This design comes from an exercise in tuning for small area, a short achievable clock period and few clock cycles per item on the open sky130 flow, not from production work.
The RTL was checked by simulation tests, not by an equivalence proof against the original design.
Power and IR drop assume default switching activity.

==> run a <==
==> flow/design.v (excerpt) <==
module qoiEncoder (
	input logic clk,
	input logic reset,
	input logic pixelValid,
	input logic [31:0] pixelData,
	input logic lastPixel,
	output logic busy,
	output logic byteValid,
	output logic [7:0] byteData,
	output logic done
);
clock: 14.0 ns
lec_check: 0
cap_margin: 20
core_margin: 2
core_utilization: 65
cts_buf_list: sky130_fd_sc_hd__clkbuf_16
cts_cluster_diameter: 70
cts_cluster_size: 22
slew_margin: 20
standard.sh (not shown) runs the stock make flow with config.mk's settings and CLKGATE_MAP_FILE= SYNTH_SCRIPT=/design/flow/synth_recipe.tcl, a recipe that flattens the netlist after the stock synthesis.
==> flow/flow/run.sh <==
#!/bin/bash
# The standard layout (standard.sh) in two parts. Up to clock tree synthesis,
# repair_timing aims for a setup slack of 10 ns at the design's clock period,
# so the layout is sized for a shorter period than the clock constraint asks
# for; from global routing on it aims for 9.8 ns, so the repair after global
# routing adds less area. The SDC, clock period and every other setting are
# the standard flow's.
set -euo pipefail
with_margin() {
	sed "s|CLKGATE_MAP_FILE= |CLKGATE_MAP_FILE= SETUP_SLACK_MARGIN=$1 |" standard.sh > "standard_margin_$1.sh"
	grep -q "SETUP_SLACK_MARGIN=$1 " "standard_margin_$1.sh"
}
with_margin 10
with_margin 9.8
bash standard_margin_10.sh cts > standard_flow_cts.log 2>&1
bash standard_margin_9.8.sh > standard_flow_finish.log 2>&1
==> inputs of run b, as changes to run a <==
--- a/flow/design.v
+++ b/flow/design.v
@@ -9,14 +9,15 @@
 endpackage
 `timescale 1ns/1ns
 module pixelHistory (
 	input logic clk,
 	input logic reset,
 	input logic [5:0] readIndex,
-	output logic [26:0] readWordLo,
-	output logic [26:0] readWordHi,
+	input logic [31:0] readPixel,
+	input logic readZero,
+	output logic readHit,
 	input logic write,
 	input logic [5:0] writeIndex,
 	input logic [31:0] writePixel
 );
 	logic [25:0] seenTable [64];
 	logic [64-1:0] seenValid;
@@ -29,25 +30,14 @@
 		if (reset) begin
 			seenValid <= '0;
 		end else if (write) begin
 			seenValid[writeIndex] <= 1'b1;
 		end
 	end
-	logic [64-1:0] rowSel;
-	always_comb begin
-		readWordLo = '0;
-		readWordHi = '0;
-		for (int i = 0; i < 64; i++) begin
-			rowSel[i] = (readIndex[5:3] == 3'(i / 8)) && (readIndex[2:0] == 3'(i % 8));
-			if (i < 64 / 2) begin
-				readWordLo = readWordLo | ({27{rowSel[i]}} & {seenValid[i], seenTable[i]});
-			end else begin
-				readWordHi = readWordHi | ({27{rowSel[i]}} & {seenValid[i], seenTable[i]});
-			end
-		end
-	end
+	assign readHit = seenValid[readIndex] ? (seenTable[readIndex] == {readPixel[31:8], readPixel[7:6]})
+		: readZero;
 endmodule
 `timescale 1ns/1ns
 module qoiEncoder (
 	input logic clk,
 	input logic reset,
 	input logic pixelValid,
@@ -57,66 +47,43 @@
 	output logic byteValid,
 	output logic [7:0] byteData,
 	output logic done
 );
 	logic v1, last1;
 	logic [31:0] px1;
-	logic [5:0] h1a;
-	logic [5:1] h1b, h1c;
 	logic [5:0] h1;
-	logic signed [8:0] rg1, bg1;
 	logic v2, last2, same2, hit2;
-	logic fwd2;
-	logic [26:0] rdLo2, rdHi2, rd2;
 	logic [31:0] px2;
-	logic signed [8:0] rg2, bg2;
 	logic [5:0] h2;
 	qoiPkg::qoiClass cls2;
 	logic [15:0] enc2;
 	logic [5:0] runCount;
 	logic gotLast;
 	logic eRunP;
 	logic [5:0] eRunV;
 	logic eTag, eTagA;
 	logic [2:0] eN;
 	logic [31:0] eD;
 	logic eEnd;
 	logic [2:0] eEndCnt;
-	logic same1;
-	logic [26:0] rdLo1, rdHi1;
-	logic [11:0] l4a;
+	logic [5:0] hIn;
+	logic same1, zero1, hit1, hitRaw;
 	logic signed [8:0] dr, dg, db;
 	logic signed [9:0] drg, dbg;
 	logic isDiff, isLuma;
 	qoiPkg::qoiClass cls1;
 	logic [15:0] enc1;
-	function automatic logic [11:0] csa(input logic [5:0] x, input logic [5:0] y, input logic [5:0] z);
-		logic [5:0] cy;
-		cy = (x & y) | (x & z) | (y & z);
-		csa = {x ^ y ^ z, cy[4:0], 1'b0};
-	endfunction
-	logic [5:0] hr, hg, hb, ha;
-	logic [11:0] l1a, l1b, l1c, l2a, l2b, l3a;
-	assign hr = pixelData[29:24];
-	assign hg = pixelData[21:16];
-	assign hb = pixelData[13:8];
-	assign ha = pixelData[5:0];
-	assign l1a = csa(hr, {hr[4:0], 1'b0}, hg);
-	assign l1b = csa({hg[3:0], 2'b0}, {hb[2:0], 3'b0}, ~hb);
-	assign l1c = csa(ha, {ha[4:0], 1'b0}, {ha[2:0], 3'b0});
-	assign l2a = csa(l1a[11:6], l1a[5:0], l1b[11:6]);
-	assign l2b = csa(l1b[5:0], l1c[11:6], l1c[5:0]);
-	assign l3a = csa(l2a[11:6], l2a[5:0], l2b[11:6]);
-	assign l4a = csa(h1a, {h1b, 1'b1}, {h1c, 1'b0});
-	assign h1 = 6'(l4a[11:6] + l4a[5:0]);
+	assign hIn = 6'(pixelData[29:24] * 6'd3 + pixelData[21:16] * 6'd5
+		+ pixelData[13:8] * 6'd7 + pixelData[5:0] * 6'd11);
 	assign same1 = (px1 == px2);
+	assign zero1 = (px1 == 32'h0);
 	assign dr = $signed({1'b0, px1[31:24]}) - $signed({1'b0, px2[31:24]});
 	assign dg = $signed({1'b0, px1[23:16]}) - $signed({1'b0, px2[23:16]});
 	assign db = $signed({1'b0, px1[15:8]}) - $signed({1'b0, px2[15:8]});
-	assign drg = 10'(rg1) - 10'(rg2);
-	assign dbg = 10'(bg1) - 10'(bg2);
+	assign drg = dr - dg;
+	assign dbg = db - dg;
 	assign isDiff = dr >= -(2) && dr < 2
 		&& dg >= -(2) && dg < 2
 		&& db >= -(2) && db < 2;
 	assign isLuma = dg >= -(32) && dg < 32
 		&& drg >= -(8) && drg < 8
 		&& dbg >= -(8) && dbg < 8;
@@ -150,20 +117,20 @@
 	assign acc = pixelValid && !busy;
 	assign tableWrite = cons && !same2;
 	pixelHistory history (
 		.clk(clk),
 		.reset(reset),
 		.readIndex(h1),
-		.readWordLo(rdLo1),
-		.readWordHi(rdHi1),
+		.readPixel(px1),
+		.readZero(zero1),
+		.readHit(hitRaw),
 		.write(tableWrite),
 		.writeIndex(h2),
 		.writePixel(px2)
 	);
-	assign rd2 = rdLo2 | rdHi2;
-	assign hit2 = !fwd2 && (rd2[26] ? (rd2[25:0] == {px2[31:8], px2[7:6]}) : (px2 == 32'h0));
+	assign hit1 = hitRaw && !(tableWrite && h1 == h2);
 	logic v1N, v2N, same2N, last2N, gotLastN;
 	logic [5:0] runCountN;
 	logic eRunPN, eTagN, eEndN;
 	logic [2:0] eNN;
 	logic [2:0] eEndCntN;
 	logic eOut, eOutLast;
@@ -238,14 +205,12 @@
 	assign busyN = gotLastN || (v1N && !adv1N);
 	always_ff @(posedge clk, posedge reset) begin
 		if (reset) begin
 			v1 <= 1'b0;
 			v2 <= 1'b0;
 			px2 <= 32'h000000FF;
-			rg2 <= 9'sd0;
-			bg2 <= 9'sd0;
 			runCount <= 6'd0;
 			gotLast <= 1'b0;
 			busy <= 1'b0;
 			eRunP <= 1'b0;
 			eTag <= 1'b0;
 			eN <= 3'd0;
@@ -254,14 +219,12 @@
 			done <= 1'b0;
 		end else begin
 			v1 <= v1N;
 			v2 <= v2N;
 			if (adv1) begin
 				px2 <= px1;
-				rg2 <= rg1;
-				bg2 <= bg1;
 			end
 			runCount <= runCountN;
 			gotLast <= gotLastN;
 			busy <= busyN;
 			eRunP <= eRunPN;
 			eTag <= eTagN;
@@ -273,25 +236,19 @@
 			end
 		end
 	end
 	always_ff @(posedge clk) begin
 		if (acc) begin
 			px1 <= pixelData;
-			rg1 <= $signed({1'b0, pixelData[31:24]}) - $signed({1'b0, pixelData[23:16]});
-			bg1 <= $signed({1'b0, pixelData[15:8]}) - $signed({1'b0, pixelData[23:16]});
-			h1a <= l3a[11:6];
-			h1b <= l3a[5:1];
-			h1c <= l2b[5:1];
+			h1 <= hIn;
 			last1 <= lastPixel;
 		end
 		if (adv1) begin
 			h2 <= h1;
 			same2 <= same1;
-			rdLo2 <= rdLo1;
-			rdHi2 <= rdHi1;
-			fwd2 <= tableWrite && h1 == h2;
+			hit2 <= hit1;
 			last2 <= last1;
 			cls2 <= cls1;
 			enc2 <= enc1;
 		end
 		eEndCnt <= eEndCntN;
 		if (emitG) begin
==> flow/run.sh (new file) <==
#!/bin/bash
# synth_recipe.tcl (not shown) runs the flow's synth.tcl, then flattens the netlist and writes it again
# the make line also repeats each setting of config.mk as NAME=value (left out here)
make -C /OpenROAD-flow-scripts/flow DESIGN_CONFIG=/design/flow/config.mk WORK_HOME=/design/flow/orfs CLKGATE_MAP_FILE= SYNTH_SCRIPT=/design/flow/synth_recipe.tcl finish
Settings changed: CORE_UTILIZATION 65 to 35, CTS_BUF_LIST sky130_fd_sc_hd__clkbuf_16 to not set, CTS_CLUSTER_DIAMETER 70 to not set, CTS_CLUSTER_SIZE 22 to not set, SETUP_SLACK_MARGIN set to 0.5.
removed: flow/flow/run.sh
removed: flow/standard.sh
==> inputs of run c, as changes to run a <==
--- a/flow/design.v
+++ b/flow/design.v
@@ -9,14 +9,14 @@
 endpackage
 `timescale 1ns/1ns
 module pixelHistory (
 	input logic clk,
 	input logic reset,
 	input logic [5:0] readIndex,
-	output logic [26:0] readWordLo,
-	output logic [26:0] readWordHi,
+	output logic readValid,
+	output logic [25:0] readKey,
 	input logic write,
 	input logic [5:0] writeIndex,
 	input logic [31:0] writePixel
 );
 	logic [25:0] seenTable [64];
 	logic [64-1:0] seenValid;
@@ -30,24 +30,22 @@
 			seenValid <= '0;
 		end else if (write) begin
 			seenValid[writeIndex] <= 1'b1;
 		end
 	end
 	logic [64-1:0] rowSel;
+	logic [26:0] readWord;
 	always_comb begin
-		readWordLo = '0;
-		readWordHi = '0;
+		readWord = '0;
 		for (int i = 0; i < 64; i++) begin
 			rowSel[i] = (readIndex[5:3] == 3'(i / 8)) && (readIndex[2:0] == 3'(i % 8));
-			if (i < 64 / 2) begin
-				readWordLo = readWordLo | ({27{rowSel[i]}} & {seenValid[i], seenTable[i]});
-			end else begin
-				readWordHi = readWordHi | ({27{rowSel[i]}} & {seenValid[i], seenTable[i]});
-			end
+			readWord = readWord | ({27{rowSel[i]}} & {seenValid[i], seenTable[i]});
 		end
 	end
+	assign readValid = readWord[26];
+	assign readKey = readWord[25:0];
 endmodule
 `timescale 1ns/1ns
 module qoiEncoder (
 	input logic clk,
 	input logic reset,
 	input logic pixelValid,
@@ -60,32 +58,30 @@
 );
 	logic v1, last1;
 	logic [31:0] px1;
 	logic [5:0] h1a;
 	logic [5:1] h1b, h1c;
 	logic [5:0] h1;
-	logic signed [8:0] rg1, bg1;
 	logic v2, last2, same2, hit2;
-	logic fwd2;
-	logic [26:0] rdLo2, rdHi2, rd2;
+	logic rdValid2, fwd2;
+	logic [25:0] rdKey2;
 	logic [31:0] px2;
-	logic signed [8:0] rg2, bg2;
 	logic [5:0] h2;
 	qoiPkg::qoiClass cls2;
 	logic [15:0] enc2;
 	logic [5:0] runCount;
 	logic gotLast;
 	logic eRunP;
 	logic [5:0] eRunV;
 	logic eTag, eTagA;
 	logic [2:0] eN;
 	logic [31:0] eD;
 	logic eEnd;
 	logic [2:0] eEndCnt;
-	logic same1;
-	logic [26:0] rdLo1, rdHi1;
+	logic same1, rdValid1;
+	logic [25:0] rdKey1;
 	logic [11:0] l4a;
 	logic signed [8:0] dr, dg, db;
 	logic signed [9:0] drg, dbg;
 	logic isDiff, isLuma;
 	qoiPkg::qoiClass cls1;
 	logic [15:0] enc1;
@@ -109,14 +105,14 @@
 	assign l4a = csa(h1a, {h1b, 1'b1}, {h1c, 1'b0});
 	assign h1 = 6'(l4a[11:6] + l4a[5:0]);
 	assign same1 = (px1 == px2);
 	assign dr = $signed({1'b0, px1[31:24]}) - $signed({1'b0, px2[31:24]});
 	assign dg = $signed({1'b0, px1[23:16]}) - $signed({1'b0, px2[23:16]});
 	assign db = $signed({1'b0, px1[15:8]}) - $signed({1'b0, px2[15:8]});
-	assign drg = 10'(rg1) - 10'(rg2);
-	assign dbg = 10'(bg1) - 10'(bg2);
+	assign drg = dr - dg;
+	assign dbg = db - dg;
 	assign isDiff = dr >= -(2) && dr < 2
 		&& dg >= -(2) && dg < 2
 		&& db >= -(2) && db < 2;
 	assign isLuma = dg >= -(32) && dg < 32
 		&& drg >= -(8) && drg < 8
 		&& dbg >= -(8) && dbg < 8;
@@ -150,20 +146,19 @@
 	assign acc = pixelValid && !busy;
 	assign tableWrite = cons && !same2;
 	pixelHistory history (
 		.clk(clk),
 		.reset(reset),
 		.readIndex(h1),
-		.readWordLo(rdLo1),
-		.readWordHi(rdHi1),
+		.readValid(rdValid1),
+		.readKey(rdKey1),
 		.write(tableWrite),
 		.writeIndex(h2),
 		.writePixel(px2)
 	);
-	assign rd2 = rdLo2 | rdHi2;
-	assign hit2 = !fwd2 && (rd2[26] ? (rd2[25:0] == {px2[31:8], px2[7:6]}) : (px2 == 32'h0));
+	assign hit2 = !fwd2 && (rdValid2 ? (rdKey2 == {px2[31:8], px2[7:6]}) : (px2 == 32'h0));
 	logic v1N, v2N, same2N, last2N, gotLastN;
 	logic [5:0] runCountN;
 	logic eRunPN, eTagN, eEndN;
 	logic [2:0] eNN;
 	logic [2:0] eEndCntN;
 	logic eOut, eOutLast;
@@ -238,14 +233,12 @@
 	assign busyN = gotLastN || (v1N && !adv1N);
 	always_ff @(posedge clk, posedge reset) begin
 		if (reset) begin
 			v1 <= 1'b0;
 			v2 <= 1'b0;
 			px2 <= 32'h000000FF;
-			rg2 <= 9'sd0;
-			bg2 <= 9'sd0;
 			runCount <= 6'd0;
 			gotLast <= 1'b0;
 			busy <= 1'b0;
 			eRunP <= 1'b0;
 			eTag <= 1'b0;
 			eN <= 3'd0;
@@ -254,14 +247,12 @@
 			done <= 1'b0;
 		end else begin
 			v1 <= v1N;
 			v2 <= v2N;
 			if (adv1) begin
 				px2 <= px1;
-				rg2 <= rg1;
-				bg2 <= bg1;
 			end
 			runCount <= runCountN;
 			gotLast <= gotLastN;
 			busy <= busyN;
 			eRunP <= eRunPN;
 			eTag <= eTagN;
@@ -273,24 +264,22 @@
 			end
 		end
 	end
 	always_ff @(posedge clk) begin
 		if (acc) begin
 			px1 <= pixelData;
-			rg1 <= $signed({1'b0, pixelData[31:24]}) - $signed({1'b0, pixelData[23:16]});
-			bg1 <= $signed({1'b0, pixelData[15:8]}) - $signed({1'b0, pixelData[23:16]});
 			h1a <= l3a[11:6];
 			h1b <= l3a[5:1];
 			h1c <= l2b[5:1];
 			last1 <= lastPixel;
 		end
 		if (adv1) begin
 			h2 <= h1;
 			same2 <= same1;
-			rdLo2 <= rdLo1;
-			rdHi2 <= rdHi1;
+			rdValid2 <= rdValid1;
+			rdKey2 <= rdKey1;
 			fwd2 <= tableWrite && h1 == h2;
 			last2 <= last1;
 			cls2 <= cls1;
 			enc2 <= enc1;
 		end
 		eEndCnt <= eEndCntN;
==> flow/flow/run.sh (replaced) <==
#!/bin/bash
# The standard layout (standard.sh), with repair_timing aiming for a setup
# slack of SETUP_MARGIN ns at the design's clock period, so the layout is
# sized for a shorter period than the clock constraint asks for. The SDC,
# clock period and every other setting are the standard flow's.
set -euo pipefail
SETUP_MARGIN=${SETUP_MARGIN:-10}
sed "s|CLKGATE_MAP_FILE= |CLKGATE_MAP_FILE= SETUP_SLACK_MARGIN=${SETUP_MARGIN} |" standard.sh > standard_margin.sh
grep -q "SETUP_SLACK_MARGIN=${SETUP_MARGIN}" standard_margin.sh
bash standard_margin.sh > standard_flow.log 2>&1
==> comparison table <==
Status: run b no timing/DRC/antenna violations; run c no timing/DRC/antenna violations; run a no timing/DRC/antenna violations
Number of buffers outside the clock class in the layout: run b 184; run c 419; run a 277
Average routed wire per standard cell: run b 29.67 um; run c 47.68 um; run a 38.00 um
Number of global-route vias before repair: run b 40440; run c 45900; run a 44840
Data arrival time of the critical path: run b 7.20 ns; run c 4.85 ns; run a 4.65 ns
Weighted congestion at the end of routability-driven global placement: run b 0.8800; run c 0.9391; run a 0.8863
Maximum operating frequency: run b 0.1551 GHz; run c 0.2306 GHz; run a 0.2406 GHz
Area share of xor/xnor cells in the synthesized design: run b 1.316%; run c 1.148%; run a 1.145%
Total CTS buffers: run b 192; run c 106; run a 110
Total via count after detailed routing: run b 40880; run c 51890; run a 46850
Portion of total power attributed to sequential cells: run b 42.4%; run c 44.1%; run a 50.3%
Slew headroom: run b 22.55%; run c 21.35%; run a 24.93%
Launching point of the worst reg2reg path: run b -; run c h1b[1]; run a px2[18]
Global-route wire length before repair: run b 305700 um; run c 393800 um; run a 335800 um
Power of the sequential group: run b 7.53 mW; run c 7.77 mW; run a 7.87 mW
Last element of the critical path: run b -; run c rdKey2[9]; run a cls2[0]
Die outline area: run b 0.2244 mm2; run c 0.1164 mm2; run a 0.1203 mm2
Sum of buffers and inverters on the critical path: run b 5; run c 4; run a 1
Combined flip-flop and latch cell area: run b 0.05636 mm2; run c 0.05727 mm2; run a 0.05907 mm2
Seq/Total Area, Yosys: run b 72.90%; run c 77.43%; run a 77.28%
Testbench counts of run a, summed over its fixed seeds: cycles 49,355, pixels 22,418.
Testbench counts of run b, summed over its fixed seeds: cycles 49,355, pixels 22,418.
Testbench counts of run c, summed over its fixed seeds: cycles 49,355, pixels 22,418.

what the ideal ports hide:
The results above use ideal ports. As a check the final layouts listed here were re-extracted and re-timed, cells and wires unchanged.
Step 1 sets driving cells, clkbuf_16 on the clock port and buf_2 on the other inputs (assumed; they add their load-dependent delay and slew).
Step 2 moves the port delays by t, midway between the first and last clock arrival at a register: inputs arrive t later, outputs are due t later. That takes back most of the time a late clock gives input paths.
Slacks: ideal / step 1 / step 2; pairs: ideal / step 1.
| run | t, ns | setup slack, ns | worst setup path after step 2 | latest minus earliest clock arrival (ns) | pins driven straight from the clock port |
|---|---|---|---|---|---|
| run a | 0.823 | 9.844 / 9.844 / 9.193 | input to register | 0.033 / 0.033 | 1 |
| run b | 0.932 | 7.551 / 7.609 / 6.676 | input to register | 0.070 / 0.071 | 1 |
| run c | 0.844 | 9.663 / 9.663 / 9.231 | input to register | 0.038 / 0.038 | 1 |
After both steps setup and hold are still met in every run listed. For run b, which loses most, drivers alone change the setup slack by +0.058 ns; drivers and shift together by -0.875 ns.
